What follows belongs to an exercise in optimizing a design on an open flow for a short achievable clock period and few clock cycles per item; a production flow would make more cautious choices. The RTL was checked by simulation tests, not by an equivalence proof against the original design. No activity file was given, so power comes from the tool's default toggle rates.

`flow/run.sh`:
```
#!/bin/bash
# synth_recipe.tcl (not shown) runs the flow's synth.tcl, then flattens the netlist and writes it again
# the make line also repeats each setting of config.mk as NAME=value (left out here)
make -C /OpenROAD-flow-scripts/flow DESIGN_CONFIG=/design/flow/config.mk WORK_HOME=/design/flow/orfs CLKGATE_MAP_FILE= SYNTH_SCRIPT=/design/flow/synth_recipe.tcl finish
```
`flow/config.mk`:
```
export PLATFORM = sky130hd
export DESIGN_NAME = dma_stream_top
export DESIGN_NICKNAME = dma_stream_top
export VERILOG_FILES = /design/flow/design.v
export SDC_FILE = /design/flow/constraint.sdc
export NUM_CORES = 4
export LEC_CHECK = 0
export CAP_MARGIN = 20
export CORE_MARGIN = 2
export CORE_UTILIZATION = 40
export SLEW_MARGIN = 20
```
`flow/constraint.sdc`:
```
create_clock -name core_clock -period 5.5 [get_ports {CLK0}]
set_input_delay 1.1000 -clock core_clock [delete_from_list [all_inputs] [get_ports {CLK0}]]
set_output_delay 1.1000 -clock core_clock [all_outputs]
set_load 0.01 [all_outputs]
```
`flow/design.v`:
```
package dma_pkg;
  localparam int W_D           = 32;
  localparam int W_EXT_A       = 32;   
  localparam int ADDR_OFFSET   = 2;    
  localparam int W_WA          = W_EXT_A - ADDR_OFFSET;   
  localparam int W_BLEN        = 9;    
  localparam int CMD_FIFO_AW  = 4;
  localparam int CMD_SLOTS    = 1 << CMD_FIFO_AW;
  localparam int CMD_MARGIN   = 4;     
  localparam int W_OWED       = 14;
  localparam int W_QCMD       = W_WA + 1 + W_EXT_A + 1;   
  localparam int RD_BUF       = 8;     
  localparam int WR_BUF       = 4;     
  typedef logic [W_D-1:0]      data_t;
  typedef logic [W_EXT_A-1:0]  ext_addr_t;
  typedef logic [W_EXT_A:0]    word_count_t;
  typedef logic [W_BLEN-1:0]   blen_t;
  typedef logic [W_WA-1:0]     waddr_t;
  typedef logic [W_OWED-1:0]   owed_t;
  typedef struct packed {
    ext_addr_t   ext_addr;
    logic        read_enable;    
    logic        write_enable;   
    word_count_t word_size;      
  } dma_cmd_t;
  typedef struct packed {
    ext_addr_t addr;
    logic      read_enable;
    logic      write_enable;
    blen_t     word_size;
  } ext_burst_t;
  typedef struct packed {
    waddr_t      waddr;
    logic        to_bram;
    word_count_t words;
  } qcmd_t;
endpackage
module cmd_fifo
(
  input  logic     CLK0,
  input  logic     RST0,
  input  logic     req_valid,
  input  dma_pkg::dma_cmd_t req_cmd,
  output logic     req_ready,
  input  logic     deq,
  output dma_pkg::qcmd_t dout,
  output logic     empty,
  output logic     busy         
);
  typedef logic [dma_pkg::CMD_FIFO_AW-1:0] ptr_t;
  typedef logic [dma_pkg::CMD_FIFO_AW:0]   cnt_t;
  logic              in_v;
  dma_pkg::dma_cmd_t in_cmd;
  logic              in_ok;
  dma_pkg::qcmd_t    in_q;
  logic [dma_pkg::W_QCMD-1:0] mem [0:dma_pkg::CMD_SLOTS-1];
  ptr_t  head;
  ptr_t  tail;
  cnt_t  used;
  logic  do_enq;
  logic  do_deq;
  always_ff @(posedge CLK0) begin
    if (RST0) begin
      in_v <= 1'b0;
    end else begin
      in_v <= req_valid;
    end
    in_cmd <= req_cmd;
  end
  assign in_ok = (in_cmd.word_size != '0) && (in_cmd.read_enable || in_cmd.write_enable);
  assign in_q  = {in_cmd.ext_addr[dma_pkg::W_EXT_A-1:dma_pkg::ADDR_OFFSET],
                  in_cmd.write_enable, in_cmd.word_size};
  assign do_enq = in_v && in_ok;
  assign do_deq = deq && !empty;
  always_ff @(posedge CLK0) begin
    if (do_enq) begin
      mem[tail] <= in_q;
    end
  end
  assign dout  = mem[head];
  assign empty = (used == '0);
  always_ff @(posedge CLK0) begin
    if (RST0) begin
      head      <= '0;
      tail      <= '0;
      used      <= '0;
      req_ready <= 1'b0;
    end else begin
      if (do_deq) head <= head + 1'b1;
      if (do_enq) tail <= tail + 1'b1;
      used <= used + cnt_t'(do_enq) - cnt_t'(do_deq);
      req_ready <= (used <= cnt_t'(dma_pkg::CMD_SLOTS - dma_pkg::CMD_MARGIN));
    end
  end
  assign busy = in_v || !empty;
endmodule
module burst_planner
(
  input  logic            CLK0,
  input  logic            RST0,
  input  dma_pkg::qcmd_t  cmd,
  input  logic            cmd_empty,
  output logic            cmd_deq,
  input  logic            hold,         
  input  logic            nb_free,      
  output logic            nb_load,
  output dma_pkg::waddr_t nb_addr,
  output dma_pkg::blen_t  nb_len,
  output logic            nb_to_bram,
  output logic            busy
);
  logic                 act;        
  logic                 phase;      
  logic                 to_bram;
  dma_pkg::waddr_t      addr_q;     
  dma_pkg::word_count_t words_q;    
  dma_pkg::blen_t       len_q;
  logic                 last_q;     
  dma_pkg::blen_t       cap;        
  logic                 big;        
  logic                 fits;       
  logic                 load;
  assign cap  = (addr_q[9:8] == 2'b11) ? dma_pkg::blen_t'({1'b0, ~addr_q[7:0]}) + 1'b1
                                       : dma_pkg::blen_t'(256);
  assign big  = (words_q[dma_pkg::W_EXT_A:dma_pkg::W_BLEN] != '0);
  assign fits = !big && (words_q[dma_pkg::W_BLEN-1:0] <= cap);
  assign nb_load    = act && phase && nb_free;
  assign nb_addr    = addr_q;
  assign nb_len     = len_q;
  assign nb_to_bram = to_bram;
  assign load    = !cmd_empty && (!act || (nb_load && last_q));
  assign cmd_deq = load;
  assign busy    = act;
  always_ff @(posedge CLK0) begin
    if (RST0) begin
      act   <= 1'b0;
      phase <= 1'b0;
    end else begin
      if (load) begin
        act   <= 1'b1;
        phase <= 1'b0;
      end else if (act && !phase) begin
        if (!hold) phase <= 1'b1;
      end else if (nb_load) begin
        phase <= 1'b0;
        if (last_q) act <= 1'b0;
      end
    end
  end
  always_ff @(posedge CLK0) begin
    if (load) begin
      addr_q  <= cmd.waddr;
      words_q <= cmd.words;
      to_bram <= cmd.to_bram;
    end else if (nb_load) begin
      addr_q  <= addr_q + dma_pkg::waddr_t'(len_q);
      words_q <= words_q - dma_pkg::word_count_t'(len_q);
    end
    if (act && !phase) begin
      len_q  <= fits ? words_q[dma_pkg::W_BLEN-1:0] : cap;
      last_q <= fits;
    end
  end
endmodule
module sr_fifo #(
  parameter int W = 32,
  parameter int D = 4
) (
  input  logic         CLK0,
  input  logic         RST0,
  input  logic         push,       
  input  logic [W-1:0] din,
  input  logic         pop,        
  output logic [W-1:0] head,
  output logic [D-1:0] fill,       
  output logic [D-1:0] fill_nx     
);
  logic [W-1:0] e [0:D-1];
  logic [D:0]   f;
  assign f = {1'b0, fill};
  always_comb begin
    fill_nx = fill;
    if (push && !pop) fill_nx = {fill[D-2:0], 1'b1};
    if (pop && !push) fill_nx = f[D:1];
  end
  always_ff @(posedge CLK0) begin
    if (RST0) fill <= '0;
    else      fill <= fill_nx;
  end
  for (genvar i = 0; i < D; i++) begin : g_e
    always_ff @(posedge CLK0) begin
      if (pop) begin
        if (i + 1 < D && f[i+1]) e[i] <= e[(i + 1 < D) ? i + 1 : i];
        else                     e[i] <= din;
      end else if (!f[i]) begin
        e[i] <= din;
      end
    end
  end
  assign head = e[0];
endmodule
module owed_count
(
  input  logic           CLK0,
  input  logic           RST0,
  input  dma_pkg::blen_t credit,
  input  logic           move,
  output logic           nz,        
  output logic           nz_nx,     
  output logic           high       
);
  dma_pkg::owed_t cnt;
  dma_pkg::owed_t sum0;
  dma_pkg::owed_t sum1;
  assign sum0 = cnt + dma_pkg::owed_t'(credit);
  assign sum1 = sum0 - 1'b1;
  assign high = (cnt[dma_pkg::W_OWED-1:12] != 0);   
  assign nz_nx = move ? (sum1 != '0) : (sum0 != '0);
  always_ff @(posedge CLK0) begin
    if (RST0) begin
      cnt <= '0;
      nz  <= 1'b0;
    end else begin
      cnt <= move ? sum1 : sum0;
      nz  <= nz_nx;
    end
  end
endmodule
module stream_mover
(
  input  logic       CLK0,
  input  logic       RST0,
  input  dma_pkg::blen_t credit_rd,
  input  dma_pkg::blen_t credit_wr,
  output logic       hold,
  output logic       busy,
  input  dma_pkg::data_t      ext_read_data,
  input  logic       ext_read_empty,
  output logic       ext_read_deq,
  output dma_pkg::data_t      ext_write_data,
  output logic       ext_write_enq,
  input  logic       ext_write_almost_full,
  input  dma_pkg::data_t      core_read_data,
  input  logic       core_read_empty,
  output logic       core_read_enable,
  output dma_pkg::data_t      core_write_data,
  output logic       core_write_enable,
  input  logic       core_write_almost_full
);
  localparam int DR = dma_pkg::RD_BUF;
  localparam int DW = dma_pkg::WR_BUF;
  logic          rd_nz;
  logic          rd_nz_nx;
  logic          rd_high;
  logic          rd_ok;      
  logic [DR-1:0] rd_fill;
  logic [DR-1:0] rd_fill_nx;
  assign ext_read_deq      = rd_ok && !ext_read_empty;
  assign core_write_enable = rd_fill[0] && !core_write_almost_full;
  owed_count u_rd_owed (
    .CLK0   (CLK0),
    .RST0   (RST0),
    .credit (credit_rd),
    .move   (ext_read_deq),
    .nz     (rd_nz),
    .nz_nx  (rd_nz_nx),
    .high   (rd_high)
  );
  sr_fifo #(.W(dma_pkg::W_D), .D(DR)) u_rd_buf (
    .CLK0    (CLK0),
    .RST0    (RST0),
    .push    (ext_read_deq),
    .din     (ext_read_data),
    .pop     (core_write_enable),
    .head    (core_write_data),
    .fill    (rd_fill),
    .fill_nx (rd_fill_nx)
  );
  logic          wr_nz;
  logic          wr_nz_nx;
  logic          wr_high;
  logic          wr_ok;
  logic          wr_pend;    
  logic          af_q;
  logic [DW-1:0] wr_fill;
  logic [DW-1:0] wr_fill_nx;
  assign core_read_enable = wr_ok && !core_read_empty;
  assign ext_write_enq    = wr_fill[0] && (!ext_write_almost_full || !af_q);
  owed_count u_wr_owed (
    .CLK0   (CLK0),
    .RST0   (RST0),
    .credit (credit_wr),
    .move   (core_read_enable),
    .nz     (wr_nz),
    .nz_nx  (wr_nz_nx),
    .high   (wr_high)
  );
  sr_fifo #(.W(dma_pkg::W_D), .D(DW)) u_wr_buf (
    .CLK0    (CLK0),
    .RST0    (RST0),
    .push    (wr_pend),
    .din     (core_read_data),
    .pop     (ext_write_enq),
    .head    (ext_write_data),
    .fill    (wr_fill),
    .fill_nx (wr_fill_nx)
  );
  logic rd_room;
  logic wr_room;
  assign rd_room = !rd_fill_nx[DR-1];
  assign wr_room = core_read_enable ? !wr_fill_nx[DW-2] : !wr_fill_nx[DW-1];
  always_ff @(posedge CLK0) begin
    if (RST0) begin
      rd_ok   <= 1'b0;
      wr_ok   <= 1'b0;
      wr_pend <= 1'b0;
      af_q    <= 1'b0;
    end else begin
      rd_ok   <= rd_room && rd_nz_nx;
      wr_ok   <= wr_room && wr_nz_nx;
      wr_pend <= core_read_enable;
      af_q    <= ext_write_almost_full;
    end
  end
  assign hold = rd_high || wr_high;
  assign busy = rd_nz || wr_nz || wr_pend || rd_fill[0] || wr_fill[0];
endmodule
module dma_ctrl
(
  input  logic            CLK0,
  input  logic            RST0,
  input  logic            nb_load,
  input  dma_pkg::waddr_t nb_addr,
  input  dma_pkg::blen_t  nb_len,
  input  logic            nb_to_bram,
  output logic            nb_free,
  output dma_pkg::ext_burst_t ext_burst,
  input  logic            ext_ready,
  output dma_pkg::blen_t  credit_rd,    
  output dma_pkg::blen_t  credit_wr,    
  output logic            busy
);
  logic            sv;
  dma_pkg::waddr_t s_addr;
  dma_pkg::blen_t  s_len;
  logic            s_to_bram;
  logic            o_rd;
  logic            o_wr;
  dma_pkg::waddr_t o_addr;
  dma_pkg::blen_t  o_len;
  logic            o_free;
  logic            s_take;
  assign o_free  = !(o_rd || o_wr) || ext_ready;
  assign s_take  = sv && o_free;
  assign nb_free = !sv || o_free;
  assign ext_burst = {o_addr, {dma_pkg::ADDR_OFFSET{1'b0}}, o_rd, o_wr, o_len};
  always_ff @(posedge CLK0) begin
    if (RST0) begin
      sv        <= 1'b0;
      o_rd      <= 1'b0;
      o_wr      <= 1'b0;
      credit_rd <= '0;
      credit_wr <= '0;
    end else begin
      if (nb_load) sv <= 1'b1;
      else if (s_take) sv <= 1'b0;
      if (s_take) begin
        o_rd <= s_to_bram;
        o_wr <= !s_to_bram;
      end else if (ext_ready) begin
        o_rd <= 1'b0;
        o_wr <= 1'b0;
      end
      credit_rd <= (o_rd && ext_ready) ? o_len : '0;
      credit_wr <= (o_wr && ext_ready) ? o_len : '0;
    end
  end
  always_ff @(posedge CLK0) begin
    if (nb_load) begin
      s_addr    <= nb_addr;
      s_len     <= nb_len;
      s_to_bram <= nb_to_bram;
    end
    if (s_take) begin
      o_addr <= s_addr;
      o_len  <= s_len;
    end
  end
  assign busy = sv || o_rd || o_wr || (credit_rd != '0) || (credit_wr != '0);
endmodule
module dma_stream_top
(
  input  logic       CLK0,
  input  logic       RST0,
  input  dma_pkg::dma_cmd_t   req_cmd,
  input  logic       req_valid,
  output logic       req_ready,
  output logic       req_busy,
  output dma_pkg::ext_burst_t ext_burst,
  input  logic       ext_ready,
  input  dma_pkg::data_t      ext_read_data,
  input  logic       ext_read_empty,
  output logic       ext_read_deq,
  output dma_pkg::data_t      ext_write_data,
  output logic       ext_write_enq,
  input  logic       ext_write_almost_full,
  input  dma_pkg::data_t      core_read_data,
  input  logic       core_read_empty,
  output logic       core_read_enable,
  output dma_pkg::data_t      core_write_data,
  output logic       core_write_enable,
  input  logic       core_write_almost_full
);
  dma_pkg::qcmd_t  head_cmd;
  logic            cmd_empty;
  logic            cmd_deq;
  logic            hold;
  logic            nb_free;
  logic            nb_load;
  dma_pkg::waddr_t nb_addr;
  dma_pkg::blen_t  nb_len;
  logic            nb_to_bram;
  dma_pkg::blen_t  credit_rd;
  dma_pkg::blen_t  credit_wr;
  logic            busy_q;
  logic            busy_p;
  logic            busy_c;
  logic            busy_m;
  cmd_fifo u_cmd_fifo (
    .CLK0      (CLK0),
    .RST0      (RST0),
    .req_valid (req_valid),
    .req_cmd   (req_cmd),
    .req_ready (req_ready),
    .deq       (cmd_deq),
    .dout      (head_cmd),
    .empty     (cmd_empty),
    .busy      (busy_q)
  );
  burst_planner u_burst_planner (
    .CLK0       (CLK0),
    .RST0       (RST0),
    .cmd        (head_cmd),
    .cmd_empty  (cmd_empty),
    .cmd_deq    (cmd_deq),
    .hold       (hold),
    .nb_free    (nb_free),
    .nb_load    (nb_load),
    .nb_addr    (nb_addr),
    .nb_len     (nb_len),
    .nb_to_bram (nb_to_bram),
    .busy       (busy_p)
  );
  dma_ctrl u_dma_ctrl (
    .CLK0       (CLK0),
    .RST0       (RST0),
    .nb_load    (nb_load),
    .nb_addr    (nb_addr),
    .nb_len     (nb_len),
    .nb_to_bram (nb_to_bram),
    .nb_free    (nb_free),
    .ext_burst  (ext_burst),
    .ext_ready  (ext_ready),
    .credit_rd  (credit_rd),
    .credit_wr  (credit_wr),
    .busy       (busy_c)
  );
  stream_mover u_stream_mover (
    .CLK0                   (CLK0),
    .RST0                   (RST0),
    .credit_rd              (credit_rd),
    .credit_wr              (credit_wr),
    .hold                   (hold),
    .busy                   (busy_m),
    .ext_read_data          (ext_read_data),
    .ext_read_empty         (ext_read_empty),
    .ext_read_deq           (ext_read_deq),
    .ext_write_data         (ext_write_data),
    .ext_write_enq          (ext_write_enq),
    .ext_write_almost_full  (ext_write_almost_full),
    .core_read_data         (core_read_data),
    .core_read_empty        (core_read_empty),
    .core_read_enable       (core_read_enable),
    .core_write_data        (core_write_data),
    .core_write_enable      (core_write_enable),
    .core_write_almost_full (core_write_almost_full)
  );
  always_ff @(posedge CLK0) begin
    if (RST0) req_busy <= 1'b0;
    else      req_busy <= busy_q || busy_p || busy_c || busy_m;
  end
endmodule
```
==> results of run 1 <==
power breakdown:
part           internal [mW]  leakage, nW  switching [mW]  total (mW)
clock network           6.70         2.74            4.95        11.7
registers               14.9         15.3           0.736        15.6
logic                   3.21         7.78            3.42        6.63
registers in the layout, summed over array words and instances (netlist names), 14 cells and up, named ones only:
| name | cells |
|---|---|
| u_dma_ctrl.o_addr | 30 |
| u_burst_planner.addr_q | 30 |
| u_dma_ctrl.s_addr | 30 |
| u_burst_planner.words_q | 33 |
| u_stream_mover.u_wr_owed.cnt | 14 |
| u_stream_mover.u_wr_buf.e | 128 |
| u_cmd_fifo.mem | 1024 |
| u_stream_mover.u_rd_buf.e | 256 |
| u_stream_mover.u_rd_owed.cnt | 14 |
| u_cmd_fifo.in_cmd | 65 |
worst min path at each step:
stage,from,to,slack (ns),cells past startpoint
floorplan,u_dma_ctrl.s_addr[0]$_DFFE_PP_,u_dma_ctrl.o_addr[0]$_DFFE_PP_,0.40,0
global placement,u_dma_ctrl.s_addr[22]$_DFFE_PP_,u_dma_ctrl.o_addr[22]$_DFFE_PP_,0.40,0
detailed placement,u_dma_ctrl.s_addr[22]$_DFFE_PP_,u_dma_ctrl.o_addr[22]$_DFFE_PP_,0.40,0
CTS,u_dma_ctrl.s_addr[5]$_DFFE_PP_,u_dma_ctrl.o_addr[5]$_DFFE_PP_,0.42,0
global route,u_dma_ctrl.s_addr[5]$_DFFE_PP_,u_dma_ctrl.o_addr[5]$_DFFE_PP_,0.43,0
finish,u_dma_ctrl.s_addr[5]$_DFFE_PP_,u_dma_ctrl.o_addr[5]$_DFFE_PP_,0.41,0
stage by stage:
step	power, mW	hold slack (ns)	setup slack (ns)	cell area, sq um	instances
floorplan	20.6	0.400	0.521	66300	4218
global placement	22.5	0.404	1.36	71600	6495
detailed placement	22.6	0.405	1.32	71600	6495
CTS	34.3	0.416	1.30	77300	6816
global route	35.4	0.425	1.10	77300	6818
finish	33.9	0.415	1.33	77300	6819
worst max-delay path, stage by stage, from the launching register on:
cell and delay (ns):
dfxtp_1 0.70, nor4_1 0.19, nand4_1 0.22, nor4_1 0.11, a21oi_1 0.34, buf_4 0.24, nand2_1 0.28, nor3_4 0.92
buf_4 0.71
area by class of cell:
type                       count  area [sq um]
antenna                        2          5.00
clock buffer                 255          4900
clock inverter                66           782
fill                       14100         87500
inverter                      62           235
multi-input combinational   2200         18500
sequential                  1715         46800
tap                         2189          2740
timing repair buffer         330          3340
synthesized netlist by cell type, types with 6 or more instances:
| cell type | number |
|---|---|
| nand3_1 | 24 |
| xnor2_1 | 59 |
| nor4_1 | 24 |
| mux2_2 | 131 |
| clkbuf_1 | 167 |
| edfxtp_1 | 1241 |
| o31ai_1 | 10 |
| or2_2 | 6 |
| a21o_1 | 8 |
| buf_2 | 7 |
| mux2i_1 | 13 |
| o21ai_0 | 69 |
| or3_1 | 8 |
| and2_1 | 23 |
| a21oi_1 | 73 |
| o21a_1 | 12 |
| nor3_1 | 35 |
| dfxtp_1 | 474 |
| nand2b_1 | 19 |
| a211o_1 | 7 |
| nor2b_1 | 16 |
| xor2_1 | 46 |
| mux4_2 | 320 |
| o22ai_1 | 257 |
| buf_1 | 60 |
| nand2_1 | 171 |
| inv_1 | 60 |
| a31oi_1 | 9 |
| nor2_1 | 673 |
| or4_1 | 6 |
| a211oi_1 | 6 |
| and3_1 | 10 |
| nand4_1 | 15 |
| ha_1 | 69 |
kinds of logic after synthesis:
group | after synthesis | synth area share
DFF | 1715 | 0.705
and+or+nand+nor | 1054 | 0.0673
AOI/OAI and AO/OA | 500 | 0.0481
muxes | 464 | 0.133
buffers and inverters | 303 | 0.0177
xor gates and xnor gates | 106 | 0.0141
adders and majority gates | 74 | 0.0145
other | 1 | 0.0000566
routing by layer:
metal	part of all wire	global-route usage
met1	0.44	0.246
met2	0.49	0.310
met3	0.049	0.0283
met4	0.020	0.0479
met5	0	0
==> metrics.log, run 1 <==
[metrics] maximum capacitance violations: 0
[metrics] most common cell after layout, fill and taps aside: edfxtp_1
[metrics] static leakage: 25.8 nW
[metrics] global-route usage over all layers: 0.183
[metrics] residual DRC count: 0
[metrics] CTS Hold Bufs: 0
[metrics] clock skew after layout: 0.0388 ns
[metrics] Max Transition Viols Final: 0
[metrics] number of unique standard cell types used by synthesis: 84
[metrics] Syn. warnings: 10
[metrics] VDD IR-drop max: 287 uV
[metrics] overflow left after global routing: 0
[metrics] worst relative slew slack: 0.272
[metrics] die area: 169,000 sq um
[metrics] number of nets in the layout: 4,697
[metrics] Via-to-Cell Ratio: 5.33
[metrics] core region area: 165,000 sq um
[metrics] count of TritonRoute iterations in the first routing pass: 7
[metrics] final setup TNS: 0 ns
[metrics] Synth Register Bits: 1,715
[metrics] floorplan die width: 411 um
[metrics] total power divided by cell area: 438 nW/um^2
[metrics] run status: finished clean
[metrics] leading cell types in the layout, fill and taps excluded: 1,241 x edfxtp_1, 661 x nor2_1, 470 x dfxtp_1, 320 x mux4_2, 257 x o22ai_1
[metrics] final HPWL from detailed placement: 89,300 um
[metrics] final hold viol count: 0
[metrics] most used flip-flop cell after synthesis: edfxtp_1
[metrics] wire length of the first global-routing pass: 233,000 um
[metrics] number of resized instances in the post-cts repair step: 0
[metrics] synthesized instance count: 4,217
[metrics] Sinks on Clock Net: 1,715
[metrics] Post-synth EDFFs: 1,241
[metrics] worst path arrival time: 4.59 ns
[metrics] initial antenna violation count: 4
[metrics] number of buffers inserted during clock tree synthesis: 175
[metrics] clock tree from TritonCTS: built
[metrics] category of the critical setup timing path: reg2reg
[metrics] Hold Path Class: reg2reg
[metrics] top area cells in the synthesized netlist: edfxtp_1 56%, dfxtp_1 14%, mux4_2 11%
[metrics] Starting DRT DRC Count: 3,018
[metrics] fraction of registers with async set/reset: 0
[metrics] port bufs: 247
[metrics] R2R Setup Slk: 1.33 ns
[metrics] startpoint of the worst register-to-register path: u_cmd_fifo.in_cmd[21]$_DFF_P_
[metrics] peak fanout along the critical path: 31
[metrics] Placement Rows: 149
[metrics] Layout Area Growth over Synthesis: 16.6%
[metrics] library cell used as clock root buffer: clkbuf_16
[metrics] worst reg2reg endpoint: u_cmd_fifo.mem[3][53]$_DFFE_PP_
[metrics] I/O pin count: 252
[metrics] share of post-route cells with drive strength above 1: 0.177
[metrics] clock latency at the later pin of the worst-skew pair: 0.80 ns
[metrics] aggregate routed wire length: 155,000 um
[metrics] number of global-route vias before repair: 36,700
[metrics] CTS max path bufs: 3
[metrics] Die Ht: 411 um
[metrics] cell type with the largest total area after synthesis: edfxtp_1
[metrics] launch point of the critical path: u_cmd_fifo.in_cmd[21]$_DFF_P_
[metrics] # Post-CTS Setup Buffers: 0
[metrics] Worst Setup EP: u_cmd_fifo.mem[3][53]$_DFFE_PP_
[metrics] Worst Setup End Kind: flop
[metrics] final setup violating endpoints: 0
[metrics] clock edge transition at the registers on the reported setup and hold paths: 0.07 ns
[metrics] Required @ worst endpoint: 5.92 ns
[metrics] average wire length per cell after detail routing: 22.8 um
[metrics] share of Yosys cell area claimed by the top area cell type: 0.562
[metrics] upper clock frequency limit: 0.240 GHz
[metrics] GPL Wtd Cong: 0.807
[metrics] transition time at the pin with the least slew margin: 1.09 ns
[metrics] average size of a mapped cell: 15.7 sq um
[metrics] number of cells traversed by the worst register-to-register path: 8
[metrics] Post-DRT Antenna Nets: 0
[metrics] netlist area before placement: 66,300 sq um
[metrics] minimum clock period after layout: 4.17 ns
[metrics] starting density of the core: 0.402
[metrics] CTS HTree Levels: 4
[metrics] end-of-flow core utilization: 0.469
[metrics] total number of vias: 36,300
[metrics] pin count of the biggest net entering global routing: 81
[metrics] type of element launching the critical path: flop
[metrics] RSZ-0062 raised after global routing: false
[metrics] period utilisation layout: 0.759
[metrics] Seq/Total Area, Yosys: 0.705
Testbench counts, summed over its fixed seeds: cycles 17,374, words 25,338.
==> run 2, diff against run 1 <==
--- a/flow/config.mk
+++ b/flow/config.mk
@@ -7,2 +7,3 @@
 export LEC_CHECK = 0
+export ABC_CLOCK_PERIOD_IN_PS = 2500
 export CAP_MARGIN = 20
@@ -10,2 +11,3 @@
 export CORE_UTILIZATION = 40
+export SETUP_SLACK_MARGIN = 3.0
 export SLEW_MARGIN = 20
==> metrics.log, run 2 <==
[metrics] I/O pin count: 252
[metrics] share of post-route cells with drive strength above 1: 0.320
[metrics] Placement Rows: 149
[metrics] Layout Area Growth over Synthesis: 28.3%
[metrics] Cells after DPL: 6,494
[metrics] port bufs: 247
[metrics] wire length of the first global-routing pass: 255,000 um
[metrics] most common cell after layout, fill and taps aside: edfxtp_1
[metrics] final setup TNS: 0 ns
[metrics] max reg flops: 1,024
[metrics] total power divided by cell area: 426 nW/um^2
[metrics] die area: 169,000 sq um
[metrics] cell type with the largest total area after synthesis: edfxtp_1
[metrics] starting density of the core: 0.402
[metrics] peak fanout along the critical path: 3
[metrics] minimum clock period after layout: 3.10 ns
[metrics] final hold viol count: 0
[metrics] category of the critical setup timing path: reg2reg
[metrics] Required @ worst endpoint: 6.04 ns
[metrics] Synth Register Bits: 1,715
[metrics] most used flip-flop cell after synthesis: edfxtp_1
[metrics] leading cell types in the layout, fill and taps excluded: 1,241 x edfxtp_1, 640 x nor2_1, 426 x dfxtp_1, 320 x mux4_2, 256 x o22ai_1
[metrics] number of nets in the layout: 5,095
[metrics] run status: finished clean
[metrics] initial antenna violation count: 9
[metrics] top post-synthesis cells by count: 1,241 x edfxtp_1, 673 x nor2_1, 474 x dfxtp_1
[metrics] CTS Hold Bufs: 0
[metrics] type of element launching the critical path: flop
[metrics] VDD IR-drop max: 407 uV
[metrics] library cell used as clock root buffer: clkbuf_16
[metrics] Post-synth EDFFs: 1,241
[metrics] Seq/Total Area, Yosys: 0.705
[metrics] Die Ht: 411 um
[metrics] Syn. warnings: 10
[metrics] worst path arrival time: 3.63 ns
[metrics] static leakage: 29.2 nW
[metrics] wire length on met2: 90,900 um
[metrics] netlist area before placement: 66,300 sq um
[metrics] clock latency at the later pin of the worst-skew pair: 0.82 ns
[metrics] overflow left after global routing: 0
[metrics] CP cell instances: inv_1 > ha_2 > nand2b_1 > or4_4 > o31a_1 > ha_4 > nand2_4 > nor3_4 > o21ai_1 > nor2_1 > o31a_4 > mux2_4
[metrics] global-route usage over all layers: 0.204
[metrics] residual DRC count: 0
[metrics] final setup violating endpoints: 0
[metrics] fraction of registers with async set/reset: 0
[metrics] average wire length per cell after detail routing: 26.2 um
[metrics] final HPWL from detailed placement: 89,800 um
[metrics] CTS HTree Levels: 4
[metrics] most repeated cell in the gate-level netlist after synthesis: edfxtp_1
[metrics] maximum capacitance violations: 0
[metrics] average size of a mapped cell: 15.7 sq um
[metrics] synthesized instance count: 4,217
[metrics] count of TritonRoute iterations in the first routing pass: 6
[metrics] RSZ-0062 raised after global routing: true
[metrics] GPL Wtd Cong: 0.799
[metrics] clock edge transition at the registers on the reported setup and hold paths: 0.06 ns
[metrics] top area cells in the synthesized netlist: edfxtp_1 56%, dfxtp_1 14%, mux4_2 11%
[metrics] transition time at the pin with the least slew margin: 0.951 ns
[metrics] worst relative slew slack: 0.366
[metrics] Top reg by flops: u_cmd_fifo.mem
[metrics] share of Yosys cell area claimed by the top area cell type: 0.562
[metrics] met3 wirelength from detailed routing: 15,000 um
[metrics] clock skew after layout: 0.0493 ns
[metrics] Post-DRT Antenna Nets: 0
[metrics] number of buffers inserted during clock tree synthesis: 174
[metrics] pin count of the biggest net entering global routing: 65
[metrics] upper clock frequency limit: 0.323 GHz
[metrics] CTS max path bufs: 3
[metrics] number of global-route vias before repair: 38,100
[metrics] Starting DRT DRC Count: 4,450
[metrics] period utilisation layout: 0.563
[metrics] highest signal layer in the routed design: met5
[metrics] metal1 wirelength: 76,100 um
[metrics] slowest cell delay on critical path: 0.43 ns
[metrics] Hold Path Class: reg2reg
[metrics] aggregate routed wire length: 189,000 um
[metrics] Max Transition Viols Final: 0
[metrics] fin cells: 7,222
[metrics] Sinks on Clock Net: 1,715
[metrics] number of unique standard cell types used by synthesis: 84
[metrics] core region area: 165,000 sq um
[metrics] total number of vias: 40,100
[metrics] floorplan die width: 411 um
[metrics] Worst Setup End Kind: flop
[metrics] worst-path cell with the longest stage delay: edfxtp_1
[metrics] clock tree from TritonCTS: built
[metrics] Via-to-Cell Ratio: 5.56
[metrics] Top Registers: u_cmd_fifo.mem x1024, u_stream_mover.u_rd_buf.e x256, u_stream_mover.u_wr_buf.e x128
-- run 2: cell counts after synthesis --
No cell type changed its count.
-- run 2: power breakdown --
part           switching (mW)  internal (mW)
sequential              0.720           14.8
combinational            4.44           4.42
clock                    5.06           6.72
total                    10.2           26.0
-- run 2: cell families (layout without fill, tap and decap cells) --
logic type,after synthesis,in the layout,synth area share
DFF,1715,1715,0.705
and+or+nand+nor,1054,1066,0.0673
AOI/OAI and AO/OA,500,500,0.0481
muxes,464,464,0.133
buffers and inverters,303,1105,0.0177
xor gates and xnor gates,106,106,0.0141
adders and majority gates,74,74,0.0145
other,1,3,0.0000566
-- run 2: stage by stage --
step           hold slack, ns  utilization  total power [mW]  worst slack (ns)  area (sq um)
2_1_floorplan           0.400            -              20.7              1.56         66500
3_3_place_gp            0.404        0.434              22.5              1.10         71500
3_5_place_dp            0.405        0.434              22.6              1.08         71500
4_1_cts                 0.389        0.495              35.6              2.44         81700
5_1_grt                 0.412        0.516              37.7              2.27         85000
6_report                0.394        0.516              36.2              2.40         85100
-- run 2: worst paths after layout --
kind / startpoint / to / slack (ns) / cells after the start
max: u_burst_planner.addr_q[0]$_DFFE_PP_ / u_burst_planner.len_q[0]$_DFFE_PP_ / 2.40 / 12
min: u_dma_ctrl.s_addr[25]$_DFFE_PP_ / u_dma_ctrl.o_addr[25]$_DFFE_PP_ / 0.39 / 0
max reg2reg: u_burst_planner.addr_q[0]$_DFFE_PP_ / u_burst_planner.len_q[0]$_DFFE_PP_ / 2.40 / 12
min reg2reg: u_dma_ctrl.s_addr[25]$_DFFE_PP_ / u_dma_ctrl.o_addr[25]$_DFFE_PP_ / 0.39 / 0
-- run 2: final cells by class --
| class | count | area [sq um] |
|---|---|---|
| fillers | 13100 | 79800 |
| flip-flops and latches | 1715 | 46900 |
| multi-input cells | 2212 | 20400 |
| repair buffers | 716 | 9040 |
| clock buffers | 255 | 4910 |
| well taps | 2189 | 2740 |
| clock inverters | 71 | 795 |
| inverters | 62 | 262 |
| repair inverters | 1 | 8.76 |
| diodes | 1 | 2.50 |
-- run 2: worst max-delay path: cells and delay by family, from the launching register on --
kind / cells / cell delay, ns
simple gates: 5 / 0.92
mux: 1 / 0.30
fa+ha+maj: 2 / 0.49
flops: 1 / 0.43
buf+inv: 1 / 0.09
compound gates: 3 / 0.62
-- run 2: layer usage --
| layer | track usage | vias up |
|---|---|---|
| li1 | - | 17500 |
| met1 | 0.274 | 20500 |
| met2 | 0.341 | 1731 |
| met3 | 0.0356 | 323 |
| met4 | 0.0539 | 2 |
| met5 | 0 | - |
-- run 2: timing repair --
item                                   in CTS  in global routing
pin swaps                                 131                110
cloned                                     51                 66
endpoints found under the hold margin       0                  0
setup endpoints to repair                1464               1147
setup buffers                             191                 93
gates resized for setup                   981                296
==> run 3, diff against run 2 <==
--- a/flow/design.v
+++ b/flow/design.v
@@ -6,3 +6,3 @@
   localparam int W_BLEN        = 9;    
-  localparam int CMD_FIFO_AW  = 4;
+  localparam int CMD_FIFO_AW  = 2;
   localparam int CMD_SLOTS    = 1 << CMD_FIFO_AW;
@@ -53,3 +53,3 @@
   dma_pkg::dma_cmd_t in_cmd;
-  logic              in_ok;
+  logic              in_ok;      
   dma_pkg::qcmd_t    in_q;
@@ -63,5 +63,8 @@
     if (RST0) begin
-      in_v <= 1'b0;
+      in_v  <= 1'b0;
+      in_ok <= 1'b0;
     end else begin
-      in_v <= req_valid;
+      in_v  <= req_valid;
+      in_ok <= req_valid && (req_cmd.word_size != '0) &&
+               (req_cmd.read_enable || req_cmd.write_enable);
     end
@@ -69,6 +72,5 @@
   end
-  assign in_ok = (in_cmd.word_size != '0) && (in_cmd.read_enable || in_cmd.write_enable);
   assign in_q  = {in_cmd.ext_addr[dma_pkg::W_EXT_A-1:dma_pkg::ADDR_OFFSET],
                   in_cmd.write_enable, in_cmd.word_size};
-  assign do_enq = in_v && in_ok;
+  assign do_enq = in_ok;
   assign do_deq = deq && !empty;
@@ -118,3 +120,5 @@
   logic                 last_q;     
-  dma_pkg::blen_t       cap;        
+  dma_pkg::blen_t       cap_q;      
+  dma_pkg::blen_t       rem_q;      
+  dma_pkg::blen_t       rem_ld;
   logic                 big;        
@@ -122,6 +126,5 @@
   logic                 load;
-  assign cap  = (addr_q[9:8] == 2'b11) ? dma_pkg::blen_t'({1'b0, ~addr_q[7:0]}) + 1'b1
-                                       : dma_pkg::blen_t'(256);
-  assign big  = (words_q[dma_pkg::W_EXT_A:dma_pkg::W_BLEN] != '0);
-  assign fits = !big && (words_q[dma_pkg::W_BLEN-1:0] <= cap);
+  assign rem_ld = dma_pkg::blen_t'({1'b0, ~cmd.waddr[7:0]}) + 1'b1;
+  assign big    = (words_q[dma_pkg::W_EXT_A:dma_pkg::W_BLEN] != '0);
+  assign fits   = !big && (words_q[dma_pkg::W_BLEN-1:0] <= cap_q);
   assign nb_load    = act && phase && nb_free;
@@ -154,2 +157,4 @@
       to_bram <= cmd.to_bram;
+      rem_q   <= rem_ld;
+      cap_q   <= (cmd.waddr[9:8] == 2'b11) ? rem_ld : dma_pkg::blen_t'(256);
     end else if (nb_load) begin
@@ -157,5 +162,7 @@
       words_q <= words_q - dma_pkg::word_count_t'(len_q);
+      if (addr_q[9:8] == 2'b11) rem_q <= dma_pkg::blen_t'(256);
+      cap_q <= (addr_q[9:8] == 2'b10) ? rem_q : dma_pkg::blen_t'(256);
     end
     if (act && !phase) begin
-      len_q  <= fits ? words_q[dma_pkg::W_BLEN-1:0] : cap;
+      len_q  <= fits ? words_q[dma_pkg::W_BLEN-1:0] : cap_q;
       last_q <= fits;
@@ -217,3 +224,3 @@
   assign high = (cnt[dma_pkg::W_OWED-1:12] != 0);   
-  assign nz_nx = move ? (sum1 != '0) : (sum0 != '0);
+  assign nz_nx = move ? (sum0[dma_pkg::W_OWED-1:1] != '0) : (sum0 != '0);
   always_ff @(posedge CLK0) begin
@@ -354,3 +361,3 @@
   assign s_take  = sv && o_free;
-  assign nb_free = !sv || o_free;
+  assign nb_free = !sv;   
   assign ext_burst = {o_addr, {dma_pkg::ADDR_OFFSET{1'b0}}, o_rd, o_wr, o_len};
==> metrics.log, run 3 <==
[metrics] most repeated cell in the gate-level netlist after synthesis: nor2_1
[metrics] Via-to-Cell Ratio: 5.29
[metrics] total number of vias: 25,400
[metrics] leading cell types in the layout, fill and taps excluded: 633 x nor2_1, 491 x edfxtp_1, 456 x dfxtp_1, 256 x o22ai_1
[metrics] transition time at the pin with the least slew margin: 1.07 ns
[metrics] clock edge transition at the registers on the reported setup and hold paths: 0.06 ns
[metrics] GPL Wtd Cong: 0.807
[metrics] residual DRC count: 0
[metrics] minimum clock period after layout: 3.39 ns
[metrics] final HPWL from detailed placement: 55,100 um
[metrics] global-route usage over all layers: 0.187
[metrics] RSZ-0062 raised after global routing: true
[metrics] aggregate routed wire length: 93,200 um
[metrics] final setup violating endpoints: 0
[metrics] most common cell after layout, fill and taps aside: nor2_1
[metrics] floorplan die width: 311 um
[metrics] Post-synth EDFFs: 491
[metrics] Top Registers: u_cmd_fifo.mem x256, u_stream_mover.u_rd_buf.e x256, u_stream_mover.u_wr_buf.e x128
[metrics] Syn. warnings: 10
[metrics] slowest cell delay on critical path: 0.46 ns
[metrics] top area cells in the synthesized netlist: edfxtp_1 39%, dfxtp_1 25%, nor2_1 6.4%
[metrics] Hold Path Depth: 0
[metrics] type of element launching the critical path: flop
[metrics] Seq/Total Area, Yosys: 0.640
[metrics] share of post-route cells with drive strength above 1: 0.215
[metrics] core region area: 93,200 sq um
[metrics] met3 wirelength from detailed routing: 4240 um
[metrics] highest signal layer in the routed design: met4
[metrics] startpoint of the tightest hold check path: u_dma_ctrl.s_addr[20]$_DFFE_PP_
[metrics] total power divided by cell area: 459 nW/um^2
[metrics] cell type with the largest total area after synthesis: edfxtp_1
[metrics] worst path arrival time: 3.82 ns
[metrics] terminating pin of the worst hold path: u_dma_ctrl.o_addr[20]$_DFFE_PP_
[metrics] Post-DRT Antenna Nets: 0
[metrics] Worst Setup End Kind: flop
[metrics] cell seen most often among critical-path stages: or3_4
[metrics] I/O pin count: 252
[metrics] die area: 96,500 sq um
[metrics] number of nets in the layout: 3,668
[metrics] startpoint of the worst register-to-register path: u_burst_planner.words_q[18]$_DFFE_PP_
[metrics] port bufs: 247
[metrics] worst reg2reg endpoint: u_burst_planner.len_q[3]$_DFFE_PP_
[metrics] pin count of the biggest net entering global routing: 73
[metrics] top post-synthesis cells by count: 638 x nor2_1, 491 x edfxtp_1, 466 x dfxtp_1
[metrics] end-of-flow core utilization: 0.503
[metrics] wire length of the first global-routing pass: 143,000 um
[metrics] upper clock frequency limit: 0.295 GHz
[metrics] Max Transition Viols Final: 0
[metrics] final hold viol count: 0
[metrics] starting density of the core: 0.403
[metrics] fraction of registers with async set/reset: 0
[metrics] metal1 wirelength: 40,900 um
[metrics] peak fanout along the critical path: 5
[metrics] Synth Register Bits: 957
[metrics] post-layout power: 21.5 mW
[metrics] Sinks on Clock Net: 957
[metrics] Required @ worst endpoint: 5.92 ns
[metrics] average wire length per cell after detail routing: 19.4 um
[metrics] maximum capacitance violations: 0
[metrics] synthesized instance count: 3,130
[metrics] static leakage: 17.3 nW
[metrics] most used flip-flop cell after synthesis: edfxtp_1
[metrics] number of buffers inserted during clock tree synthesis: 100
[metrics] VDD IR-drop max: 287 uV
[metrics] wire length on met2: 45,900 um
[metrics] clock latency at the later pin of the worst-skew pair: 0.67 ns
[metrics] Hold Path Class: reg2reg
[metrics] number of global-route vias before repair: 24,800
[metrics] run status: finished clean
[metrics] Placement Rows: 112
[metrics] number of unique standard cell types used by synthesis: 76
[metrics] category of the critical setup timing path: reg2reg
[metrics] worst-path cell with the longest stage delay: or4_4
[metrics] worst relative slew slack: 0.285
[metrics] clock skew after layout: 0.0335 ns
[metrics] final setup TNS: 0 ns
[metrics] CP cell instances: or3_4 > or3_4 > or4_4 > or4_4 > or3_4 > nor3_4 > buf_4 > buf_12 > mux2_4
[metrics] clock tree from TritonCTS: built
[metrics] library cell used as clock root buffer: clkbuf_16
[metrics] Starting DRT DRC Count: 1,680
[metrics] netlist area before placement: 37,600 sq um
[metrics] average size of a mapped cell: 12.0 sq um
[metrics] initial antenna violation count: 6
[metrics] Die Ht: 311 um
[metrics] period utilisation layout: 0.617
[metrics] share of Yosys cell area claimed by the top area cell type: 0.392
[metrics] Layout Area Growth over Synthesis: 24.6%
[metrics] CTS max path bufs: 3
[metrics] number of cells traversed by the worst register-to-register path: 9
[metrics] overflow left after global routing: 0
[metrics] R2R Setup Slk: 2.11 ns
[metrics] CTS HTree Levels: 3
[metrics] count of TritonRoute iterations in the first routing pass: 5
[metrics] CTS Hold Bufs: 0
[run 3: cell count changes in the layout (fill, tap and decap cells not counted), sizes merged, moves of 19 or more]
cell / previous run / this run
buf: 538 / 201
clkbuf: 301 / 149
clkdlybuf4s15: 1 / 23
clkinv: 53 / 25
dlygate4sd2: 0 / 67
edfxtp: 1241 / 491
mux4: 320 / 64
nand2: 172 / 123
nand3: 24 / 51
nor2: 684 / 638
o21ai: 70 / 43
xnor2: 59 / 24
xor2: 47 / 28
[run 3: repair_timing]
action	in CTS	in global routing
gates resized for setup	351	139
setup buffers	80	57
endpoints found under the hold margin	0	0
gates cloned	4	3
pin swaps	49	86
setup endpoints to repair	443	301
[run 3: routing by layer]
layer | vias up | track usage
met5 | - | 0
met4 | 0 | 0.0579
met3 | 140 | 0.0277
met2 | 617 | 0.319
met1 | 12500 | 0.245
li1 | 12200 | -
[run 3: cell families (layout without fill, tap and decap cells)]
kind of cell             after synthesis  after routing  share of synthesized area
flip-flops                           957            957                      0.640
XOR/XNOR                              53             53                     0.0127
AND/OR/NAND/NOR                     1048           1050                      0.123
AO/OA/AOI/OAI                        528            530                     0.0908
adder cells (fa/ha/maj)               65             65                     0.0226
other                                  1              3                  0.0000997
multiplexers                         220            220                     0.0846
buffers and inverters                258            674                     0.0262
[run 3: worst max-delay path, delay by kind of cell, from the launching register on]
kind	cells	cell delay [ns]
DFF	1	0.42
buffers and inverters	2	0.25
and+or+nand+nor	6	2.21
muxes	1	0.29
[run 3: final cells by class]
class | instances | area, sq um
fillers | 8124 | 46300
flip-flops and latches | 957 | 24100
multi-input cells | 1920 | 13700
repair buffers | 424 | 3920
clock buffers | 147 | 2890
well taps | 1254 | 1570
clock inverters | 42 | 389
inverters | 60 | 253
repair inverters | 1 | 8.76
diodes | 1 | 2.50
[run 3: how the worst max path moves through the flow]
stage | startpoint | end | depth (start not counted) | slack [ns]
after global routing | u_burst_planner.words_q[18]$_DFFE_PP_ | u_burst_planner.len_q[0]$_DFFE_PP_ | 9 | 2.05
after CTS | u_burst_planner.words_q[18]$_DFFE_PP_ | u_burst_planner.len_q[3]$_DFFE_PP_ | 9 | 2.14
after detailed placement | u_burst_planner.words_q[16]$_DFFE_PP_ | u_burst_planner.len_q[3]$_DFFE_PP_ | 7 | 1.67
final | u_burst_planner.words_q[18]$_DFFE_PP_ | u_burst_planner.len_q[3]$_DFFE_PP_ | 9 | 2.11
after floorplan | u_burst_planner.words_q[16]$_DFFE_PP_ | u_burst_planner.len_q[0]$_DFFE_PP_ | 8 | 1.94
after global placement | u_burst_planner.words_q[16]$_DFFE_PP_ | u_burst_planner.len_q[0]$_DFFE_PP_ | 7 | 1.70
[run 3: through the flow]
step	instances	setup WS (ns)	hold WS [ns]	area (sq um)
2_1_floorplan	3131	1.94	0.400	37800
3_3_place_gp	4471	1.70	0.403	41300
3_5_place_dp	4471	1.67	0.405	41300
4_1_cts	4744	2.14	0.411	45700
5_1_grt	4805	2.05	0.427	46900
6_report	4806	2.11	0.410	46900
[run 3: power breakdown]
group / switching (mW) / internal, mW / leakage, nW / total [mW]
Sequential: 0.626 / 8.61 / 8.49 / 9.24
Combinational: 3.04 / 2.60 / 7.24 / 5.64
Clock: 2.83 / 3.82 / 1.58 / 6.65
Testbench counts of run 3, summed over its fixed seeds: cycles 17,374, words 25,338.
==> run 4, diff against run 3 <==
--- a/flow/config.mk
+++ b/flow/config.mk
@@ -7,7 +7,7 @@
 export LEC_CHECK = 0
-export ABC_CLOCK_PERIOD_IN_PS = 2500
+export ABC_CLOCK_PERIOD_IN_PS = 2000
 export CAP_MARGIN = 20
 export CORE_MARGIN = 2
-export CORE_UTILIZATION = 40
-export SETUP_SLACK_MARGIN = 3.0
+export CORE_UTILIZATION = 60
+export SETUP_SLACK_MARGIN = 3.2
 export SLEW_MARGIN = 20
==> metrics.log, run 4 <==
[metrics] run status: finished clean
[metrics] Layout Area Growth over Synthesis: 23.1%
[metrics] clock latency at the later pin of the worst-skew pair: 0.66 ns
[metrics] netlist area before placement: 37,600 sq um
[metrics] startpoint of the worst register-to-register path: u_burst_planner.words_q[18]$_DFFE_PP_
[metrics] number of unique standard cell types used by synthesis: 76
[metrics] number of buffers inserted during clock tree synthesis: 93
[metrics] I/O pin count: 252
[metrics] Sinks on Clock Net: 957
[metrics] transition time at the pin with the least slew margin: 1.00 ns
[metrics] total net switching power: 6.50 mW
[metrics] minimum clock period after layout: 3.45 ns
[metrics] VDD IR-drop max: 358 uV
[metrics] Top Registers: u_cmd_fifo.mem x256, u_stream_mover.u_rd_buf.e x256, u_stream_mover.u_wr_buf.e x128
[metrics] number of inserted filler cells in the final layout: 3,961
[metrics] initial antenna violation count: 3
[metrics] worst relative slew slack: 0.332
[metrics] total area of sequential cells: 24,100 sq um
[metrics] fin cells: 4,384
[metrics] period utilisation layout: 0.627
[metrics] share of total power consumed by net switching: 0.302
[metrics] final setup TNS: 0 ns
[metrics] share of Yosys cell area claimed by the top area cell type: 0.392
[metrics] global-route usage over all layers: 0.278
[metrics] top post-synthesis cells by count: 638 x nor2_1, 491 x edfxtp_1, 466 x dfxtp_1
[metrics] die area: 64,700 sq um
[metrics] Die Ht: 254 um
[metrics] cell type with the largest total area after synthesis: edfxtp_1
[metrics] port bufs: 247
[metrics] top area cells in the synthesized netlist: edfxtp_1 39%, dfxtp_1 25%, nor2_1 6.4%
[metrics] Placement Rows: 91
[metrics] total power divided by cell area: 465 nW/um^2
[metrics] residual DRC count: 0
[metrics] Required @ worst endpoint: 5.90 ns
[metrics] number of cells traversed by the worst register-to-register path: 9
[metrics] Seq/Total Area, Yosys: 0.640
[metrics] count of buffering cells on the critical path with inverters included: 2
[metrics] floorplan die width: 254 um
[metrics] Worst Setup End Kind: flop
[metrics] clock tree from TritonCTS: built
[metrics] number of cells on the critical path: 9
[metrics] clock edge transition at the registers on the reported setup and hold paths: 0.07 ns
[metrics] static leakage: 17.3 nW
[metrics] number of nets in the layout: 3,669
[metrics] maximum capacitance violations: 0
[metrics] most used flip-flop cell after synthesis: edfxtp_1
[metrics] category of the critical setup timing path: reg2reg
[metrics] launch point of the critical path: u_burst_planner.words_q[18]$_DFFE_PP_
[metrics] starting density of the core: 0.608
[metrics] Pint: 15.0 mW
[metrics] fraction of registers with async set/reset: 0
[metrics] core region area: 61,800 sq um
[metrics] wire length of the first global-routing pass: 140,000 um
[metrics] aggregate routed wire length: 92,200 um
[metrics] clock skew after layout: 0.0283 ns
[metrics] share of post-route cells with drive strength above 1: 0.246
[metrics] average wire length per cell after detail routing: 21.0 um
[metrics] worst-path cell with the longest stage delay: or4_4
[metrics] cell seen most often among critical-path stages: or3_4
[metrics] overflow left after global routing: 0
[metrics] total number of vias: 26,000
[metrics] slowest cell delay on critical path: 0.47 ns
[metrics] Hold Path Depth: 0
[metrics] Clk pwr share: 0.297
[metrics] GPL Wtd Cong: 0.839
[metrics] Starting DRT DRC Count: 2,029
[metrics] pin count of the biggest net entering global routing: 97
[metrics] Hold Path Class: reg2reg
[metrics] Post-DRT Antenna Nets: 0
[metrics] count of TritonRoute iterations in the first routing pass: 6
[metrics] worst path arrival time: 3.85 ns
[metrics] leading cell types in the layout, fill and taps excluded: 633 x nor2_1, 491 x edfxtp_1, 452 x dfxtp_1, 256 x o22ai_1, 133 x mux2_2
[metrics] most common cell after layout, fill and taps aside: nor2_1
[metrics] average size of a mapped cell: 12.0 sq um
[metrics] startpoint of the tightest hold check path: u_dma_ctrl.s_addr[26]$_DFFE_PP_
[metrics] Synth Register Bits: 957
[metrics] R2R Setup Slk: 2.05 ns
[metrics] final hold viol count: 0
[metrics] Via-to-Cell Ratio: 5.93
[metrics] Cells after DPL: 4,057
[metrics] Post-synth EDFFs: 491
[metrics] type of element launching the critical path: flop
[metrics] upper clock frequency limit: 0.290 GHz
[metrics] Syn. warnings: 10
[metrics] final setup violating endpoints: 0
[metrics] power share of the combinational group: 0.273
[metrics] number of global-route vias before repair: 25,700
[metrics] synthesized instance count: 3,130
[metrics] library cell used as clock root buffer: clkbuf_16
[metrics] CP cell instances: or3_4 > or3_4 > or4_4 > or4_4 > or3_4 > nor3_4 > buf_4 > buf_16 > mux2_4
[metrics] CTS HTree Levels: 3
[metrics] portion of total power attributed to sequential cells: 0.429
[metrics] Max Transition Viols Final: 0
[metrics] RSZ-0062 raised after global routing: true
[metrics] final HPWL from detailed placement: 54,100 um
[metrics] peak fanout along the critical path: 4
[metrics] most repeated cell in the gate-level netlist after synthesis: nor2_1
[metrics] CTS max path bufs: 3
[metrics] area of combinational cells with multiple inputs: 14,000 sq um
[metrics] Top Family by Delay on Critical Path: simple AND/OR/NAND/NOR gates
## run 4: cell counts after synthesis
Identical to the previous run, type by type.
## run 4: path summary, 6_finish.rpt
| check | to |
|---|---|
| setup / recovery | u_burst_planner.len_q[0]$_DFFE_PP_ |
| setup reg to reg | u_burst_planner.len_q[0]$_DFFE_PP_ |
| hold / removal | u_dma_ctrl.o_addr[26]$_DFFE_PP_ |
| hold reg to reg | u_dma_ctrl.o_addr[26]$_DFFE_PP_ |
## run 4: area by class of cell
type                            instances  area share
Inverter                               60     0.00562
Antenna cell                            2    0.000108
Tap cell                              837      0.0226
Clock inverter                         43     0.00925
Clock buffer                          132      0.0575
Timing Repair Buffer                  432      0.0810
Sequential cell                       957       0.521
Multi-Input combinational cell       1921       0.303
## run 4: logic make-up (layout without fill, tap and decap cells)
| kind of cell | after synthesis | in the layout | share of synthesized area |
|---|---|---|---|
| fa+ha+maj | 65 | 65 | 0.0226 |
| flops | 957 | 957 | 0.640 |
| other cells | 1 | 4 | 0.0000997 |
| simple gates | 1048 | 1049 | 0.123 |
| compound gates | 528 | 532 | 0.0908 |
| mux | 220 | 220 | 0.0846 |
| xor+xnor | 53 | 53 | 0.0127 |
| buf+inv | 258 | 667 | 0.0262 |
## run 4: what timing repair did
| action | 4_1_cts | 5_1_grt |
|---|---|---|
| gates cloned | 7 | 1 |
| hold buffers | 0 | 0 |
| resized for setup | 668 | 127 |
| pin swaps | 89 | 79 |
| setup endpoints to repair | 688 | 294 |
| setup buffers | 107 | 35 |
## run 4: power groups by stage
stage | Sequential (mW) | Combinational (mW) | Clock, mW
final | 9.24 | 5.89 | 6.40
after detailed placement | 9.38 | 4.30 | 0
after global routing | 9.32 | 6.36 | 6.76
after CTS | 9.20 | 5.23 | 6.48
after global placement | 9.33 | 4.16 | 0
after floorplan | 9.13 | 3.30 | 0
## run 4: routing by layer
metal  part of all wire  track usage
met1               0.40        0.357
met2               0.51        0.475
met3              0.060       0.0443
met4              0.029        0.109
met5            0.00048            0
## run 4: stage by stage
stage / total power, mW / util / hold slack, ns / instance area [sq um] / setup slack (ns)
3_5_place_dp: 13.7 / 0.663 / 0.405 / 41000 / 1.60
5_1_grt: 22.4 / 0.748 / 0.423 / 46300 / 2.00
4_1_cts: 20.9 / 0.734 / 0.417 / 45400 / 2.13
3_3_place_gp: 13.5 / 0.663 / 0.401 / 41000 / 1.64
6_report: 21.5 / 0.748 / 0.417 / 46300 / 2.05
2_1_floorplan: 12.4 / - / 0.400 / 38100 / 1.94
## run 4: worst reg2reg max path, stage by stage (launching register included)
cell and delay, ns:
edfxtp_1 0.42, or3_4 0.43, or3_4 0.40, or4_4 0.43, or4_4 0.47, or3_4 0.36
nor3_4 0.14, buf_4 0.16, buf_16 0.11, mux2_4 0.29
==> run 5, diff against run 4 <==
--- a/flow/design.v
+++ b/flow/design.v
@@ -116,6 +116,12 @@
   logic                 to_bram;
-  dma_pkg::waddr_t      addr_q;     
-  dma_pkg::word_count_t words_q;    
   dma_pkg::blen_t       len_q;
   logic                 last_q;     
+  logic [9:0]           al_q;       
+  logic [dma_pkg::W_WA-11:0] ah_q;  
+  logic                 a_cy;       
+  logic [dma_pkg::W_BLEN-1:0] rl_q;           
+  logic [dma_pkg::W_EXT_A-dma_pkg::W_BLEN:0] rh_q;   
+  logic                 r_bw;       
+  logic [10:0]          al_sum;
+  logic [9:0]           rl_dif;
   dma_pkg::blen_t       cap_q;      
@@ -127,6 +133,8 @@
   assign rem_ld = dma_pkg::blen_t'({1'b0, ~cmd.waddr[7:0]}) + 1'b1;
-  assign big    = (words_q[dma_pkg::W_EXT_A:dma_pkg::W_BLEN] != '0);
-  assign fits   = !big && (words_q[dma_pkg::W_BLEN-1:0] <= cap_q);
+  assign big    = (rh_q[dma_pkg::W_EXT_A-dma_pkg::W_BLEN:1] != '0) || (rh_q[0] && !r_bw);
+  assign fits   = !big && (rl_q <= cap_q);
+  assign al_sum = {1'b0, al_q} + 11'(len_q);
+  assign rl_dif = {1'b0, rl_q} - 10'(len_q);
   assign nb_load    = act && phase && nb_free;
-  assign nb_addr    = addr_q;
+  assign nb_addr    = {ah_q, al_q};
   assign nb_len     = len_q;
@@ -154,4 +162,8 @@
     if (load) begin
-      addr_q  <= cmd.waddr;
-      words_q <= cmd.words;
+      al_q    <= cmd.waddr[9:0];
+      ah_q    <= cmd.waddr[dma_pkg::W_WA-1:10];
+      a_cy    <= 1'b0;
+      rl_q    <= cmd.words[dma_pkg::W_BLEN-1:0];
+      rh_q    <= cmd.words[dma_pkg::W_EXT_A:dma_pkg::W_BLEN];
+      r_bw    <= 1'b0;
       to_bram <= cmd.to_bram;
@@ -160,9 +172,14 @@
     end else if (nb_load) begin
-      addr_q  <= addr_q + dma_pkg::waddr_t'(len_q);
-      words_q <= words_q - dma_pkg::word_count_t'(len_q);
-      if (addr_q[9:8] == 2'b11) rem_q <= dma_pkg::blen_t'(256);
-      cap_q <= (addr_q[9:8] == 2'b10) ? rem_q : dma_pkg::blen_t'(256);
+      {a_cy, al_q} <= al_sum;
+      {r_bw, rl_q} <= rl_dif;
+      if (al_q[9:8] == 2'b11) rem_q <= dma_pkg::blen_t'(256);
+      cap_q <= (al_q[9:8] == 2'b10) ? rem_q : dma_pkg::blen_t'(256);
+    end else if (act && !phase) begin
+      ah_q <= ah_q + a_cy;
+      a_cy <= 1'b0;
+      rh_q <= rh_q - r_bw;
+      r_bw <= 1'b0;
     end
     if (act && !phase) begin
-      len_q  <= fits ? words_q[dma_pkg::W_BLEN-1:0] : cap_q;
+      len_q  <= fits ? rl_q : cap_q;
       last_q <= fits;
@@ -182,3 +199,4 @@
   output logic [D-1:0] fill,       
-  output logic [D-1:0] fill_nx     
+  output logic [D-1:0] fill_nx,    
+  output logic         none        
 );
@@ -193,4 +211,9 @@
   always_ff @(posedge CLK0) begin
-    if (RST0) fill <= '0;
-    else      fill <= fill_nx;
+    if (RST0) begin
+      fill <= '0;
+      none <= 1'b1;
+    end else begin
+      fill <= fill_nx;
+      none <= !fill_nx[0];
+    end
   end
@@ -213,2 +236,3 @@
   input  dma_pkg::blen_t credit,
+  input  dma_pkg::owed_t credit_m1,   
   input  logic           move,
@@ -222,3 +246,3 @@
   assign sum0 = cnt + dma_pkg::owed_t'(credit);
-  assign sum1 = sum0 - 1'b1;
+  assign sum1 = cnt + credit_m1;
   assign high = (cnt[dma_pkg::W_OWED-1:12] != 0);   
@@ -241,2 +265,4 @@
   input  dma_pkg::blen_t credit_wr,
+  input  dma_pkg::owed_t credit_rd_m1,
+  input  dma_pkg::owed_t credit_wr_m1,
   output logic       hold,
@@ -261,7 +287,8 @@
   logic          rd_high;
-  logic          rd_ok;      
+  logic          rd_okn;     
+  logic          rd_none;
   logic [DR-1:0] rd_fill;
   logic [DR-1:0] rd_fill_nx;
-  assign ext_read_deq      = rd_ok && !ext_read_empty;
-  assign core_write_enable = rd_fill[0] && !core_write_almost_full;
+  assign ext_read_deq      = !(rd_okn || ext_read_empty);
+  assign core_write_enable = !(rd_none || core_write_almost_full);
   owed_count u_rd_owed (
@@ -270,2 +297,3 @@
     .credit (credit_rd),
+    .credit_m1 (credit_rd_m1),
     .move   (ext_read_deq),
@@ -283,3 +311,4 @@
     .fill    (rd_fill),
-    .fill_nx (rd_fill_nx)
+    .fill_nx (rd_fill_nx),
+    .none    (rd_none)
   );
@@ -288,3 +317,4 @@
   logic          wr_high;
-  logic          wr_ok;
+  logic          wr_okn;
+  logic          wr_none;
   logic          wr_pend;    
@@ -293,4 +323,4 @@
   logic [DW-1:0] wr_fill_nx;
-  assign core_read_enable = wr_ok && !core_read_empty;
-  assign ext_write_enq    = wr_fill[0] && (!ext_write_almost_full || !af_q);
+  assign core_read_enable = !(wr_okn || core_read_empty);
+  assign ext_write_enq    = !(wr_none || (ext_write_almost_full && af_q));
   owed_count u_wr_owed (
@@ -299,2 +329,3 @@
     .credit (credit_wr),
+    .credit_m1 (credit_wr_m1),
     .move   (core_read_enable),
@@ -312,3 +343,4 @@
     .fill    (wr_fill),
-    .fill_nx (wr_fill_nx)
+    .fill_nx (wr_fill_nx),
+    .none    (wr_none)
   );
@@ -320,4 +352,4 @@
     if (RST0) begin
-      rd_ok   <= 1'b0;
-      wr_ok   <= 1'b0;
+      rd_okn  <= 1'b1;
+      wr_okn  <= 1'b1;
       wr_pend <= 1'b0;
@@ -325,4 +357,4 @@
     end else begin
-      rd_ok   <= rd_room && rd_nz_nx;
-      wr_ok   <= wr_room && wr_nz_nx;
+      rd_okn  <= !(rd_room && rd_nz_nx);
+      wr_okn  <= !(wr_room && wr_nz_nx);
       wr_pend <= core_read_enable;
@@ -347,2 +379,4 @@
   output dma_pkg::blen_t  credit_wr,    
+  output dma_pkg::owed_t  credit_rd_m1,  
+  output dma_pkg::owed_t  credit_wr_m1,
   output logic            busy
@@ -358,2 +392,3 @@
   logic            o_free;
+  dma_pkg::owed_t  o_len_m1;
   logic            s_take;
@@ -362,2 +397,3 @@
   assign nb_free = !sv;   
+  assign o_len_m1 = dma_pkg::owed_t'(o_len) - 1'b1;
   assign ext_burst = {o_addr, {dma_pkg::ADDR_OFFSET{1'b0}}, o_rd, o_wr, o_len};
@@ -370,2 +406,4 @@
       credit_wr <= '0;
+      credit_rd_m1 <= '1;
+      credit_wr_m1 <= '1;
     end else begin
@@ -382,2 +420,4 @@
       credit_wr <= (o_wr && ext_ready) ? o_len : '0;
+      credit_rd_m1 <= (o_rd && ext_ready) ? o_len_m1 : '1;
+      credit_wr_m1 <= (o_wr && ext_ready) ? o_len_m1 : '1;
     end
@@ -431,2 +471,4 @@
   dma_pkg::blen_t  credit_wr;
+  dma_pkg::owed_t  credit_rd_m1;
+  dma_pkg::owed_t  credit_wr_m1;
   logic            busy_q;
@@ -472,2 +514,4 @@
     .credit_wr  (credit_wr),
+    .credit_rd_m1 (credit_rd_m1),
+    .credit_wr_m1 (credit_wr_m1),
     .busy       (busy_c)
@@ -479,2 +523,4 @@
     .credit_wr              (credit_wr),
+    .credit_rd_m1           (credit_rd_m1),
+    .credit_wr_m1           (credit_wr_m1),
     .hold                   (hold),
--- a/flow/config.mk
+++ b/flow/config.mk
@@ -7,7 +7,7 @@
 export LEC_CHECK = 0
-export ABC_CLOCK_PERIOD_IN_PS = 2000
+export ABC_CLOCK_PERIOD_IN_PS = 2500
 export CAP_MARGIN = 20
 export CORE_MARGIN = 2
-export CORE_UTILIZATION = 60
-export SETUP_SLACK_MARGIN = 3.2
+export CORE_UTILIZATION = 40
+export SETUP_SLACK_MARGIN = 3.0
 export SLEW_MARGIN = 20
==> metrics.log, run 5 <==
[metrics] CTS max path bufs: 3
[metrics] share of total power consumed by net switching: 0.295
[metrics] share of post-route cells with drive strength above 1: 0.168
[metrics] number of unique standard cell types used by synthesis: 67
[metrics] upper clock frequency limit: 0.366 GHz
[metrics] peak fanout along the critical path: 2
[metrics] final setup TNS: 0 ns
[metrics] Hold Path Class: reg2reg
[metrics] initial antenna violation count: 9
[metrics] share of Yosys cell area claimed by the top area cell type: 0.385
[metrics] library cell used as clock root buffer: clkbuf_16
[metrics] Post-synth EDFFs: 491
[metrics] total number of vias: 24,800
[metrics] R2R Setup Slk: 2.88 ns
[metrics] fraction of registers with async set/reset: 0
[metrics] run status: finished clean
[metrics] Worst Setup End Kind: output pin
[metrics] pin count of the biggest net entering global routing: 72
[metrics] power share of the combinational group: 0.236
[metrics] Layout Area Growth over Synthesis: 21.7%
[metrics] fin area: 46,600 sq um
[metrics] I/O pin count: 252
[metrics] minimum clock period after layout: 2.74 ns
[metrics] area of combinational cells with multiple inputs: 13,300 sq um
[metrics] cell type with the largest total area after synthesis: edfxtp_1
[metrics] final hold viol count: 0
[metrics] clock edge transition at the registers on the reported setup and hold paths: 0.06 ns
[metrics] final setup violating endpoints: 0
[metrics] GPL Wtd Cong: 0.823
[metrics] leading cell types in the layout, fill and taps excluded: 614 x nor2_1, 491 x edfxtp_1, 479 x dfxtp_1, 257 x o22ai_1, 161 x nand2_1
[metrics] type of element launching the critical path: primary input
[metrics] Placement Rows: 113
[metrics] number of inserted filler cells in the final layout: 8,457
[metrics] standard cell area after detailed placement: 42,200 sq um
[metrics] total net switching power: 6.40 mW
[metrics] core region area: 95,000 sq um
[metrics] overflow left after global routing: 0
[metrics] synthesized instance count: 3,172
[metrics] starting density of the core: 0.403
[metrics] clock tree from TritonCTS: built
[metrics] number of buffers inserted during clock tree synthesis: 103
[metrics] Die Ht: 314 um
[metrics] number of global-route vias before repair: 24,300
[metrics] Post-DRT Antenna Nets: 0
[metrics] aggregate routed wire length: 90,600 um
[metrics] Via-to-Cell Ratio: 5.16
[metrics] Top Registers: u_cmd_fifo.mem x256, u_stream_mover.u_rd_buf.e x256, u_stream_mover.u_wr_buf.e x128
[metrics] port bufs: 247
[metrics] total area of sequential cells: 24,600 sq um
run 5: cell types whose count changed after synthesis, sizes merged, moves of 13 or more:
cell / before / now
nand3: 51 / 32
inv: 59 / 72
nand2: 123 / 171
ha: 60 / 88
clkbuf: 169 / 135
dfxtp: 466 / 490
a31oi: 23 / 10
xor2: 28 / 47
nor2: 638 / 615
o21ai: 43 / 81
or4: 18 / 5
xnor2: 24 / 50
buf: 29 / 43
run 5: routing by layer:
metal,up-vias,track usage,part of all wire
met5,-,0,0.00051
met1,12100,0.244,0.45
met4,8,0.0543,0.020
li1,12100,-,-
met3,118,0.0363,0.055
met2,536,0.297,0.47
run 5: final timing paths:
path | from | endpoint | cells past startpoint
setup / recovery | ext_read_empty | ext_read_deq | 4
hold / removal | u_dma_ctrl.s_addr[18]$_DFFE_PP_ | u_dma_ctrl.o_addr[18]$_DFFE_PP_ | 0
setup reg to reg | u_burst_planner.rh_q[9]$_DFFE_PP_ | u_burst_planner.len_q[4]$_DFFE_PP_ | 7
hold reg to reg | u_dma_ctrl.s_addr[18]$_DFFE_PP_ | u_dma_ctrl.o_addr[18]$_DFFE_PP_ | 0
run 5: area by class of cell:
type / instances / share of cell area
repair buffers: 343 / 0.0694
repair inverters: 6 / 0.000993
flip-flops and latches: 981 / 0.527
well taps: 1265 / 0.0339
clock inverters: 43 / 0.0109
clock buffers: 152 / 0.0644
multi-input cells: 1941 / 0.286
inverters: 73 / 0.00698
diodes: 2 / 0.000107
run 5: cells by family (layout without fill, tap and decap cells):
kind of cell	after synthesis	after routing	share of synthesized area
mux	206	206	0.0792
fa+ha+maj	95	95	0.0324
compound gates	527	527	0.0858
buf+inv	251	617	0.0252
simple gates	1014	1014	0.114
other cells	1	4	0.0000979
xor+xnor	97	97	0.0222
flops	981	981	0.641
run 5: power by group through the flow:
stage               logic, mW  clock network, mW  registers [mW]
global placement         4.41                  0            9.78
floorplan                3.35                  0            9.48
finish                   5.11               7.05            9.54
CTS                      4.95               7.23            9.54
global route             5.67               7.53            9.64
detailed placement       4.46                  0            9.79
run 5: through the flow:
step	instances	power (mW)	hold WS, ns
after CTS	4780	21.7	0.419
after global placement	4541	14.2	0.402
after global routing	4806	22.8	0.415
final	4806	21.7	0.417
after detailed placement	4541	14.3	0.405
after floorplan	3173	12.8	0.400
run 5: timing repair:
item	in CTS	in global routing
setup buffers	37	23
hold buffers	0	0
hold endpoints to repair	0	0
pin swaps	17	22
endpoints found under the setup margin	503	139
resized for setup	311	68
gates cloned	7	1
run 5: worst max-delay path: stages:
cell	delay [ns]
buf_6	0.09
or2_4	0.25
inv_8	0.08
buf_6	0.11
Testbench counts of run 5, summed over its fixed seeds: cycles 17,374, words 25,338.

Setup slack of run 5, layout unchanged: 2.765 ns with ideal ports, 2.681 ns with driving cells assumed (clock clkbuf_16, inputs buf_2), 2.329 ns with port delays also shifted by the 0.731 ns mid clock arrival.
